This design comes from an exercise in tuning for small area on the open sky130 flow, not from production work. RTL that was checked went through simulation tests only; none was proved equivalent to the original. Power and IR drop assume default switching activity.

==> flow/design.v <==
module r_debug_mw #(
   parameter int ADDR_BYTES  = 4,
   parameter int MAX_WORDS   = 16,
   parameter int TIMEOUT_CYC = 4096
) (
   input  logic        clk,
   input  logic        reset,
   output logic [63:0] O_TDATA,
   output logic        O_TVALID,
   output logic        O_TLAST,
   input  logic        O_TREADY,
   input  logic [63:0] I_TDATA,
   input  logic        I_TVALID,
   input  logic        I_TLAST,
   output logic        I_TREADY,
   output logic [7:0]  tx_data,
   output logic        tx_has_data,
   input  logic        tx_data_consume,
   input  logic [7:0]  rx_data,
   output logic        rx_has_space,
   input  logic        rx_data_produce,
   output logic        busy,
   output logic        err_sticky
);
   localparam logic [2:0] IDLE = 3'd0, CNT = 3'd1, ADDR = 3'd2, PAYLOAD = 3'd3,
                          MREQ = 3'd4, MRESP = 3'd5, TXDATA = 3'd6, TXACK = 3'd7;
   logic [2:0]   state;
   logic [511:0] sb;           
   logic [31:2]  addr;
   logic [4:0]   n;            
   logic [1:0]   opc;          
   logic [5:0]   c;            
   logic [11:0]  tcnt;         
   logic [3:0]   p;            
   logic         swap, zero;   
   logic         tmo, drain, tx_ld;
   logic         tx_sh, rx_ok, is_rd, is_wrs, is_fill, a, last_pay, acc, wr_en, cap, tx_free;
   logic [4:0]   e;
   logic [63:0]  beat;
   assign a            = addr[2];
   assign tcnt         = addr[23:12];
   assign tx_data      = addr[31:24];
   assign zero         = addr[8];
   assign swap         = addr[7];
   assign p            = addr[6:3];    
   assign is_rd        = (opc == 2'b11);
   assign is_wrs       = (opc == 2'b10);
   assign is_fill      = (opc == 2'b01);
   assign rx_has_space = !state[2];
   assign busy         = (state != IDLE);
   assign O_TVALID     = (state == MREQ);
   assign rx_ok        = rx_data_produce && rx_has_space;
   assign e            = n + {4'd0, a} + 5'd1;           
   assign last_pay     = (c[1:0] == 2'd3) && (is_fill || c[5:2] == e[3:0]);
   assign O_TLAST      = is_rd || (c[3:0] == e[4:1]);
   assign I_TREADY     = drain || (state == MRESP && (!is_rd || p[3]));
   assign acc          = I_TVALID && I_TREADY && !drain;
   assign wr_en        = (state == PAYLOAD) && rx_data_produce;
   assign cap          = (state == MRESP) && is_rd && acc;
   assign tx_free      = !tx_ld && !tx_has_data;
   assign tx_sh        = !p[3] && tx_free && (state == MRESP || state == TXDATA);
   logic        hsel;
   logic [7:0]  bsel;
   logic [63:0] header;
   assign hsel   = (c[3:0] == 4'd0);
   assign header = {{6'd0, is_rd, !is_rd}, {4'd0, e[4:1]}, {4'hF, {4{!a}}}, {{4{e[0]}}, 4'hF},
                    addr[31:3], 3'd0};
   always_comb begin
      for (int k = 0; k < 8; k++) bsel[k] = (c[2:0] == 3'(k)) && !hsel;
      O_TDATA = {64{hsel}} & header;
      for (int k = 0; k < 8; k++) O_TDATA = O_TDATA | ({64{bsel[k]}} & sb[64*k +: 64]);
   end
   logic [511:0] sb_in;
   always_comb
   begin
      for (int w = 0; w < 16; w++) sb_in[32*w +: 32] = {rx_data, sb[32*w+8 +: 24]};
      if (is_rd) sb_in[31:24] = sb[39:32];
   end
   always_ff @(posedge clk)
      for (int w = 0; w < 16; w++) begin
         if (w < 2 && cap)
            sb[32*w +: 32] <= I_TDATA[32*w +: 32];
         else if ((w < 2 && tx_sh) || (wr_en && (is_fill || c[5:2] == 4'(w))))
            sb[32*w +: 32] <= sb_in[32*w +: 32];
      end
   logic tz, tend;
   assign tz   = (tcnt[10:0] == 11'd0);
   assign tend = tz && tcnt[11];
   always_ff @(posedge clk) begin
      if (reset) begin
         state <= IDLE; tx_ld <= 1'b0; tx_has_data <= 1'b0;
         err_sticky <= 1'b0; drain <= 1'b0;
      end else begin
         tx_ld <= 1'b0;
         if (tx_ld) tx_has_data <= 1'b1;
         else if (tx_data_consume) tx_has_data <= 1'b0;
         if (tx_sh) begin
            addr[31:24] <= zero ? 8'd0 : swap ? sb[39:32] : sb[7:0];
            tx_ld   <= 1'b1;
            addr[6:3]       <= p + 4'd1;
         end
         if (drain && I_TVALID && I_TLAST) drain <= 1'b0;
         case (state)
            IDLE: begin
               tmo <= 1'b0; c <= '0;
               if (rx_ok) begin
                  opc <= {rx_data[1], rx_data[2] | !rx_data[0]};
                  if (rx_data == 8'h04) state <= TXACK;
                  else if (rx_data == 8'h01 || rx_data == 8'h02 || rx_data == 8'h03 || rx_data == 8'h05)
                     state <= CNT;
                  else begin tmo <= 1'b1; state <= TXACK; end
               end
            end
            CNT: if (rx_ok) begin
               n <= rx_data[4:0];
               if (rx_data == 8'd0 || rx_data > 8'd16) begin tmo <= 1'b1; state <= TXACK; end
               else state <= ADDR;
            end
            ADDR: if (rx_ok) begin
               addr <= {rx_data, addr[31:10]};    
               c <= c + 6'd1;
               if (c[1:0] == 2'd3) begin
                  if (is_rd) begin c <= '0; state <= MREQ; end
                  else begin c <= {3'b001, addr[10], 2'b00}; state <= PAYLOAD; end
               end
            end
            PAYLOAD: if (rx_ok) begin
               c <= c + 6'd1;
               if (last_pay) begin c <= '0; state <= MREQ; end
            end
            MREQ: if (O_TREADY) begin
               if (O_TLAST) begin addr[23:12] <= '0; addr[6] <= 1'b1; state <= MRESP; end
               else c <= c + 6'd1;
            end
            MRESP: begin
               if (acc) addr[23:12] <= '0;
               else if (!I_TVALID)
                  addr[23:12] <= {tcnt[10:0], tcnt[11] ^ tcnt[7] ^ tcnt[1] ^ tcnt[0] ^ tz};
               if (acc) begin
                  if (is_rd) begin
                     addr[8] <= 1'b0; c <= 6'd1;
                     if (c == 6'd0 && a) begin
                        addr[6:3] <= 4'd4; addr[7] <= 1'b1; n <= n - 5'd1;
                     end else if (n >= 5'd2) begin
                        addr[6:3] <= 4'd0; addr[7] <= 1'b0; n <= n - 5'd2;
                     end else if (n != 5'd0) begin
                        addr[6:3] <= 4'd4; addr[7] <= 1'b0; n <= '0;
                     end
                     if (I_TLAST) state <= TXDATA;
                  end else if (I_TLAST) begin
                     if (is_wrs) state <= TXACK;
                     else state <= IDLE;
                  end
               end else if (!I_TVALID && tend) begin
                  err_sticky <= 1'b1; drain <= 1'b1; tmo <= 1'b1;
                  if (is_rd) state <= TXDATA;
                  else if (is_wrs) state <= TXACK;
                  else state <= IDLE;
               end
            end
            TXDATA: if (p[3] && tx_free) begin
               if (n != 5'd0) begin
                  addr[8] <= 1'b1; addr[6:3] <= 4'd4; n <= n - 5'd1;
               end else if (tmo) state <= TXACK;
               else state <= IDLE;
            end
            TXACK: if (tx_free) begin
               addr[31:24] <= tmo ? 8'hEE : is_wrs ? 8'hAA : 8'hA5;
               tx_ld   <= 1'b1;
               if (tmo) err_sticky <= 1'b1;
               tmo     <= 1'b0;
               n       <= '0;
               addr[6] <= 1'b1;    
               state   <= TXDATA;
            end
         endcase
      end
   end
endmodule
==> flow/config.mk <==
export PLATFORM = sky130hd
export DESIGN_NAME = r_debug_mw
export DESIGN_NICKNAME = r_debug_mw
export VERILOG_FILES = /design/flow/design.v
export SDC_FILE = /design/flow/constraint.sdc
export NUM_CORES = 4
export LEC_CHECK = 0
export CAP_MARGIN = 0
export CORE_MARGIN = 2
export CORE_UTILIZATION = 65
export PLACE_DENSITY = 0.75
export SLEW_MARGIN = 0
==> flow/constraint.sdc <==
create_clock -name core_clock -period 6.0 [get_ports {clk}]
set_input_delay 1.2000 -clock core_clock [delete_from_list [all_inputs] [get_ports {clk}]]
set_output_delay 1.2000 -clock core_clock [all_outputs]
set_load 0.01 [all_outputs]
standard.sh (not shown) runs the stock make flow with config.mk's settings and CLKGATE_MAP_FILE= SYNTH_SCRIPT=/design/flow/synth_recipe.tcl, a recipe that flattens the netlist after the stock synthesis.
==> flow/flow/run.sh <==
#!/bin/bash
# Standard ORFS layout with: an area-oriented ABC script for the final technology mapping,
# the smallest buffer for port buffering, and CTS without dummy loads.
set -euo pipefail
export FLOW_WORK=$(pwd)
export MY_ABC_SCRIPT=$FLOW_WORK/flow/area.script
export BUFFER_PORTS_ARGS="-buffer_cell sky130_fd_sc_hd__buf_1"
export CTS_ARGS="-sink_clustering_enable -repair_clock_nets -dont_use_dummy_load -sink_clustering_size 10 -sink_clustering_max_diameter 40 -buf_list sky130_fd_sc_hd__clkbuf_4"
bash standard.sh SYNTH_SCRIPT=$FLOW_WORK/flow/wrap.tcl finish > standard.log 2>&1
==> flow/flow/area.script <==
strash
dc2
dch -f
amap
strash
dch -f
amap
topo
stime -c
==> flow/flow/wrap.tcl <==
# The standard synthesis script, with the final ABC mapping run from flow/area.script
# (an area-oriented script) instead of ORFS's delay-oriented one. Registers are mapped before
# this step, so they are the standard synthesis's registers.
proc abc {args} {
  set i [lsearch $args -script]
  if { $i >= 0 } { lset args [expr {$i + 1}] $::env(MY_ABC_SCRIPT) }
  yosys abc {*}$args
}
source $::env(FLOW_WORK)/synth_recipe.tcl
The baseline finished with timing, DRC and antenna clean.
Then changed:
--- a/flow/design.v
+++ b/flow/design.v
@@ -30,19 +30,21 @@
    logic [4:0]   n;            
    logic [1:0]   opc;          
    logic [5:0]   c;            
    logic [11:0]  tcnt;         
    logic [3:0]   p;            
    logic         swap, zero;   
-   logic         tmo, drain, tx_ld;
+   logic         tmo;          
+   logic         drain, tx_ld;
    logic         tx_sh, rx_ok, is_rd, is_wrs, is_fill, a, last_pay, acc, wr_en, cap, tx_free;
    logic [4:0]   e;
    logic [63:0]  beat;
    assign a            = addr[2];
    assign tcnt         = addr[23:12];
    assign tx_data      = addr[31:24];
+   assign tmo          = addr[9];
    assign zero         = addr[8];
    assign swap         = addr[7];
    assign p            = addr[6:3];    
    assign is_rd        = (opc == 2'b11);
    assign is_wrs       = (opc == 2'b10);
    assign is_fill      = (opc == 2'b01);
@@ -99,24 +101,25 @@
             tx_ld   <= 1'b1;
             addr[6:3]       <= p + 4'd1;
          end
          if (drain && I_TVALID && I_TLAST) drain <= 1'b0;
          case (state)
             IDLE: begin
-               tmo <= 1'b0; c <= '0;
+               c <= '0;
                if (rx_ok) begin
                   opc <= {rx_data[1], rx_data[2] | !rx_data[0]};
+                  addr[9] <= (rx_data != 8'h04);    
                   if (rx_data == 8'h04) state <= TXACK;
                   else if (rx_data == 8'h01 || rx_data == 8'h02 || rx_data == 8'h03 || rx_data == 8'h05)
                      state <= CNT;
-                  else begin tmo <= 1'b1; state <= TXACK; end
+                  else state <= TXACK;
                end
             end
             CNT: if (rx_ok) begin
                n <= rx_data[4:0];
-               if (rx_data == 8'd0 || rx_data > 8'd16) begin tmo <= 1'b1; state <= TXACK; end
+               if (rx_data == 8'd0 || rx_data > 8'd16) begin addr[9] <= 1'b1; state <= TXACK; end
                else state <= ADDR;
             end
             ADDR: if (rx_ok) begin
                addr <= {rx_data, addr[31:10]};    
                c <= c + 6'd1;
                if (c[1:0] == 2'd3) begin
@@ -126,13 +129,13 @@
             end
             PAYLOAD: if (rx_ok) begin
                c <= c + 6'd1;
                if (last_pay) begin c <= '0; state <= MREQ; end
             end
             MREQ: if (O_TREADY) begin
-               if (O_TLAST) begin addr[23:12] <= '0; addr[6] <= 1'b1; state <= MRESP; end
+               if (O_TLAST) begin addr[23:12] <= '0; addr[9] <= 1'b0; addr[6] <= 1'b1; state <= MRESP; end
                else c <= c + 6'd1;
             end
             MRESP: begin
                if (acc) addr[23:12] <= '0;
                else if (!I_TVALID)
                   addr[23:12] <= {tcnt[10:0], tcnt[11] ^ tcnt[7] ^ tcnt[1] ^ tcnt[0] ^ tz};
@@ -149,13 +152,13 @@
                      if (I_TLAST) state <= TXDATA;
                   end else if (I_TLAST) begin
                      if (is_wrs) state <= TXACK;
                      else state <= IDLE;
                   end
                end else if (!I_TVALID && tend) begin
-                  err_sticky <= 1'b1; drain <= 1'b1; tmo <= 1'b1;
+                  err_sticky <= 1'b1; drain <= 1'b1; addr[9] <= 1'b1;
                   if (is_rd) state <= TXDATA;
                   else if (is_wrs) state <= TXACK;
                   else state <= IDLE;
                end
             end
             TXDATA: if (p[3] && tx_free) begin
@@ -165,13 +168,13 @@
                else state <= IDLE;
             end
             TXACK: if (tx_free) begin
                addr[31:24] <= tmo ? 8'hEE : is_wrs ? 8'hAA : 8'hA5;
                tx_ld   <= 1'b1;
                if (tmo) err_sticky <= 1'b1;
-               tmo     <= 1'b0;
+               addr[9]     <= 1'b0;
                n       <= '0;
                addr[6] <= 1'b1;    
                state   <= TXDATA;
             end
          endcase
       end
Effect: Final area shrinks by 1.1%. Utilization came out lower by 0.63 points. Hold slack loses 0.013 ns. Power goes up by 7.6%. Non-clock buffer count came out lower by 9. Cell count drops by 0.80%. Clock skew increases by 0.0061 ns. Global-route usage stays flat. Die area shrinks by 0.60%. Routed wire length drops by 1.5%.
Only the layout flow was run in the first run of this note; the RTL was not checked for function there.

## AL
r_debug_mw, a different RTL version from the one above (not shown whole).
Size in the first run: about 1400 cells after synthesis, ~590 flip-flops, about 23000 um^2 of cells after synthesis.
==> module r_debug_mw, before the edit <==
module r_debug_mw #(
   parameter int ADDR_BYTES  = 4,
   parameter int MAX_WORDS   = 16,
   parameter int TIMEOUT_CYC = 4096
) (
   input  logic        clk,
   input  logic        reset,
   output logic [63:0] O_TDATA,
   output logic        O_TVALID,
   output logic        O_TLAST,
   input  logic        O_TREADY,
   input  logic [63:0] I_TDATA,
   input  logic        I_TVALID,
   input  logic        I_TLAST,
   output logic        I_TREADY,
   output logic [7:0]  tx_data,
   output logic        tx_has_data,
   input  logic        tx_data_consume,
   input  logic [7:0]  rx_data,
   output logic        rx_has_space,
   input  logic        rx_data_produce,
   output logic        busy,
   output logic        err_sticky
);
   localparam logic [2:0] IDLE = 3'd0, CNT = 3'd1, ADDR = 3'd2, PAYLOAD = 3'd3,
                          MREQ = 3'd4, MRESP = 3'd5, TXDATA = 3'd6, TXACK = 3'd7;
   logic [2:0]   state;
   logic [511:0] sb;           
   logic [31:2]  addr;
   logic [4:0]   n;            
   logic [1:0]   opc;          
   logic [5:0]   c;            
   logic [11:0]  tcnt;
   logic [3:0]   p;            
   logic         swap, zero, tmo, drain, tx_ld;
   logic         tx_sh, rx_ok, is_rd, is_wrs, is_fill, a, last_pay, acc, wr_en, cap, tx_free;
   logic [4:0]   e;
   logic [63:0]  beat;
   assign a            = addr[2];
   assign is_rd        = (opc == 2'b11);
   assign is_wrs       = (opc == 2'b10);
   assign is_fill      = (opc == 2'b01);
   assign rx_has_space = !state[2];
   assign busy         = (state != IDLE);
   assign O_TVALID     = (state == MREQ);
   assign rx_ok        = rx_data_produce && rx_has_space;
   assign e            = n + {4'd0, a} + 5'd1;           
   assign last_pay     = (c[1:0] == 2'd3) && (is_fill || c[5:2] == e[3:0]);
   assign O_TLAST      = is_rd || (c[3:0] == e[4:1]);
   assign I_TREADY     = drain || (state == MRESP && (!is_rd || p[3]));
   assign acc          = I_TVALID && I_TREADY && !drain;
   assign wr_en        = (state == PAYLOAD) && rx_data_produce;
   assign cap          = (state == MRESP) && is_rd && acc;
   assign tx_free      = !tx_ld && !tx_has_data;
   assign tx_sh        = !p[3] && tx_free;
   logic        hsel;
   logic [7:0]  bsel;
   logic [63:0] header;
   assign hsel   = (c[3:0] == 4'd0);
   assign header = {{6'd0, is_rd, !is_rd}, {4'd0, e[4:1]}, {4'hF, {4{!a}}}, {{4{e[0]}}, 4'hF},
                    addr[31:3], 3'd0};
   always_comb begin
      for (int k = 0; k < 8; k++) bsel[k] = (c[2:0] == 3'(k)) && !hsel;
      O_TDATA = {64{hsel}} & header;
      for (int k = 0; k < 8; k++) O_TDATA = O_TDATA | ({64{bsel[k]}} & sb[64*k +: 64]);
   end
   logic [511:0] sb_in;
   always_comb
   begin
      for (int w = 0; w < 16; w++) sb_in[32*w +: 32] = {rx_data, sb[32*w+8 +: 24]};
      if (is_rd) sb_in[31:24] = sb[39:32];
   end
   always_ff @(posedge clk)
      for (int w = 0; w < 16; w++) begin
         if (w < 2 && cap)
            sb[32*w +: 32] <= I_TDATA[32*w +: 32];
         else if ((w < 2 && tx_sh) || (wr_en && (is_fill || c[5:2] == 4'(w))))
            sb[32*w +: 32] <= sb_in[32*w +: 32];
      end
   logic tz, tend;
   assign tz   = (tcnt[10:0] == 11'd0);
   assign tend = tz && tcnt[11];
   always_ff @(posedge clk) begin
      if (state == MRESP && !acc) begin
         if (!I_TVALID) tcnt <= {tcnt[10:0], tcnt[11] ^ tcnt[7] ^ tcnt[1] ^ tcnt[0] ^ tz};
      end else tcnt <= '0;
   end
   always_ff @(posedge clk) begin
      if (reset) begin
         state <= IDLE; p <= 4'b1000; tx_ld <= 1'b0; tx_has_data <= 1'b0;
         err_sticky <= 1'b0; drain <= 1'b0;
      end else begin
         tx_ld <= 1'b0;
         if (tx_ld) tx_has_data <= 1'b1;
         else if (tx_data_consume) tx_has_data <= 1'b0;
         if (!p[3] && tx_free) begin
            tx_data <= zero ? 8'd0 : swap ? sb[39:32] : sb[7:0];
            tx_ld   <= 1'b1;
            p       <= p + 4'd1;
         end
         if (drain && I_TVALID && I_TLAST) drain <= 1'b0;
         case (state)
            IDLE: begin
               tmo <= 1'b0; c <= '0;
               if (rx_ok) begin
                  opc <= {rx_data[1], rx_data[2] | !rx_data[0]};
                  if (rx_data == 8'h04) state <= TXACK;
                  else if (rx_data == 8'h01 || rx_data == 8'h02 || rx_data == 8'h03 || rx_data == 8'h05)
                     state <= CNT;
                  else begin tmo <= 1'b1; state <= TXACK; end
               end
            end
            CNT: if (rx_ok) begin
               n <= rx_data[4:0];
               if (rx_data == 8'd0 || rx_data > 8'd16) begin tmo <= 1'b1; state <= TXACK; end
               else state <= ADDR;
            end
            ADDR: if (rx_ok) begin
               addr <= {rx_data, addr[31:10]};    
               c <= c + 6'd1;
               if (c[1:0] == 2'd3) begin
                  if (is_rd) begin c <= '0; state <= MREQ; end
                  else begin c <= {3'b001, addr[10], 2'b00}; state <= PAYLOAD; end
               end
            end
            PAYLOAD: if (rx_ok) begin
               c <= c + 6'd1;
               if (last_pay) begin c <= '0; state <= MREQ; end
            end
            MREQ: if (O_TREADY) begin
               if (O_TLAST) state <= MRESP;
               else c <= c + 6'd1;
            end
            MRESP: begin
               if (acc) begin
                  if (is_rd) begin
                     zero <= 1'b0; c <= 6'd1;
                     if (c == 6'd0 && a) begin
                        p <= 4'd4; swap <= 1'b1; n <= n - 5'd1;
                     end else if (n >= 5'd2) begin
                        p <= 4'd0; swap <= 1'b0; n <= n - 5'd2;
                     end else if (n != 5'd0) begin
                        p <= 4'd4; swap <= 1'b0; n <= '0;
                     end
                     if (I_TLAST) state <= TXDATA;
                  end else if (I_TLAST) begin
                     if (is_wrs) state <= TXACK;
                     else state <= IDLE;
                  end
               end else if (!I_TVALID && tend) begin
                  err_sticky <= 1'b1; drain <= 1'b1; tmo <= 1'b1;
                  if (is_rd) state <= TXDATA;
                  else if (is_wrs) state <= TXACK;
                  else state <= IDLE;
               end
            end
            TXDATA: if (p[3] && tx_free) begin
               if (n != 5'd0) begin
                  zero <= 1'b1; p <= 4'd4; n <= n - 5'd1;
               end else if (tmo) state <= TXACK;
               else state <= IDLE;
            end
            TXACK: if (tx_free) begin
               tx_data <= tmo ? 8'hEE : is_wrs ? 8'hAA : 8'hA5;
               tx_ld   <= 1'b1;
               if (tmo) err_sticky <= 1'b1;
               tmo     <= 1'b0;
               n       <= '0;
               state   <= TXDATA;
            end
         endcase
      end
   end
endmodule
Settings: LEC_CHECK=0, CAP_MARGIN=0, CORE_MARGIN=2, CORE_UTILIZATION=65, PLACE_DENSITY=0.75, SLEW_MARGIN=0; clock period 6.0 ns.
Scripts as last shown in full above: flow/flow/run.sh, flow/flow/area.script, flow/flow/wrap.tcl
Changes in MS relative to AL:
--- a/flow/design.v
+++ b/flow/design.v
@@ -28,17 +28,19 @@
    logic [511:0] sb;           
    logic [31:2]  addr;
    logic [4:0]   n;            
    logic [1:0]   opc;          
    logic [5:0]   c;            
-   logic [11:0]  tcnt;
+   logic [11:0]  tcnt;         
    logic [3:0]   p;            
    logic         swap, zero, tmo, drain, tx_ld;
    logic         tx_sh, rx_ok, is_rd, is_wrs, is_fill, a, last_pay, acc, wr_en, cap, tx_free;
    logic [4:0]   e;
    logic [63:0]  beat;
    assign a            = addr[2];
+   assign tcnt         = addr[23:12];
+   assign tx_data      = addr[31:24];
    assign is_rd        = (opc == 2'b11);
    assign is_wrs       = (opc == 2'b10);
    assign is_fill      = (opc == 2'b01);
    assign rx_has_space = !state[2];
    assign busy         = (state != IDLE);
@@ -79,24 +81,19 @@
       end
    logic tz, tend;
    assign tz   = (tcnt[10:0] == 11'd0);
    assign tend = tz && tcnt[11];
    always_ff @(posedge clk) begin
-      if (state == MRESP && !acc) begin
-         if (!I_TVALID) tcnt <= {tcnt[10:0], tcnt[11] ^ tcnt[7] ^ tcnt[1] ^ tcnt[0] ^ tz};
-      end else tcnt <= '0;
-   end
-   always_ff @(posedge clk) begin
       if (reset) begin
          state <= IDLE; p <= 4'b1000; tx_ld <= 1'b0; tx_has_data <= 1'b0;
          err_sticky <= 1'b0; drain <= 1'b0;
       end else begin
          tx_ld <= 1'b0;
          if (tx_ld) tx_has_data <= 1'b1;
          else if (tx_data_consume) tx_has_data <= 1'b0;
          if (!p[3] && tx_free) begin
-            tx_data <= zero ? 8'd0 : swap ? sb[39:32] : sb[7:0];
+            addr[31:24] <= zero ? 8'd0 : swap ? sb[39:32] : sb[7:0];
             tx_ld   <= 1'b1;
             p       <= p + 4'd1;
          end
          if (drain && I_TVALID && I_TLAST) drain <= 1'b0;
          case (state)
@@ -126,14 +123,17 @@
             PAYLOAD: if (rx_ok) begin
                c <= c + 6'd1;
                if (last_pay) begin c <= '0; state <= MREQ; end
             end
             MREQ: if (O_TREADY) begin
-               if (O_TLAST) state <= MRESP;
+               if (O_TLAST) begin addr[23:12] <= '0; state <= MRESP; end
                else c <= c + 6'd1;
             end
             MRESP: begin
+               if (acc) addr[23:12] <= '0;
+               else if (!I_TVALID)
+                  addr[23:12] <= {tcnt[10:0], tcnt[11] ^ tcnt[7] ^ tcnt[1] ^ tcnt[0] ^ tz};
                if (acc) begin
                   if (is_rd) begin
                      zero <= 1'b0; c <= 6'd1;
                      if (c == 6'd0 && a) begin
                         p <= 4'd4; swap <= 1'b1; n <= n - 5'd1;
@@ -159,11 +159,11 @@
                   zero <= 1'b1; p <= 4'd4; n <= n - 5'd1;
                end else if (tmo) state <= TXACK;
                else state <= IDLE;
             end
             TXACK: if (tx_free) begin
-               tx_data <= tmo ? 8'hEE : is_wrs ? 8'hAA : 8'hA5;
+               addr[31:24] <= tmo ? 8'hEE : is_wrs ? 8'hAA : 8'hA5;
                tx_ld   <= 1'b1;
                if (tmo) err_sticky <= 1'b1;
                tmo     <= 1'b0;
                n       <= '0;
                state   <= TXDATA;
MS finished all stages; the layout is clean. For MS, the most utilized layer in the global route result was met2, unlike AL, where it was met1. Portion of total power attributed to the clock network: MS vs AL up 0.6 points. MS vs AL — first-pass GRT wire length rose 2.3%. Synthesis-to-finish area growth for MS is higher than for AL. MS against AL: synthesized area moved down; vertical extent of the die has decreased. Diff AL -> MS: clock skew fell by 8.4 ps, number of non-clock inverters shrank by 6, final setup slack of the worst path now sits higher.
Only the layout flow was run in MS; the RTL was not checked for function there.

## what the ideal ports hide
No port has a modelled driver above. Below, the same layouts with a new extraction and two added sets of constraints. Step 1 (the two cells are an assumption about what drives the block):
set clk [get_ports {clk}]
set_driving_cell -lib_cell sky130_fd_sc_hd__clkbuf_16 $clk
set_driving_cell -lib_cell sky130_fd_sc_hd__buf_2 [delete_from_list [all_inputs] $clk]
Step 2 times the ports against the registers' clock, not the clock port: input delays grow and output delays shrink by t, the midpoint of the rising clock arrivals with the driver on. a / b / c = no drivers / after step 1 / after step 2; a / b = the first two.
| run | shift t [ns] | setup WS [ns] | latest minus earliest clock arrival (ns) | worst data-port slew with drivers (ns) | pins driven straight from the clock port |
|---|---|---|---|---|---|
| the first run of note 1 | 0.756 | 0.534 / 0.484 / 1.241 | 0.073 / 0.073 | 0.06 | 1 |
| the second run of note 1 | 0.783 | 0.613 / 0.563 / 1.346 | 0.074 / 0.074 | 0.05 | 1 |
| AL | 0.764 | 0.374 / 0.324 / 0.722 | 0.081 / 0.081 | 0.04 | 1 |
| MS | 0.797 | 0.500 / 0.448 / 1.245 | 0.073 / 0.073 | 0.09 | 1 |
After both steps every run listed still meets setup and hold.
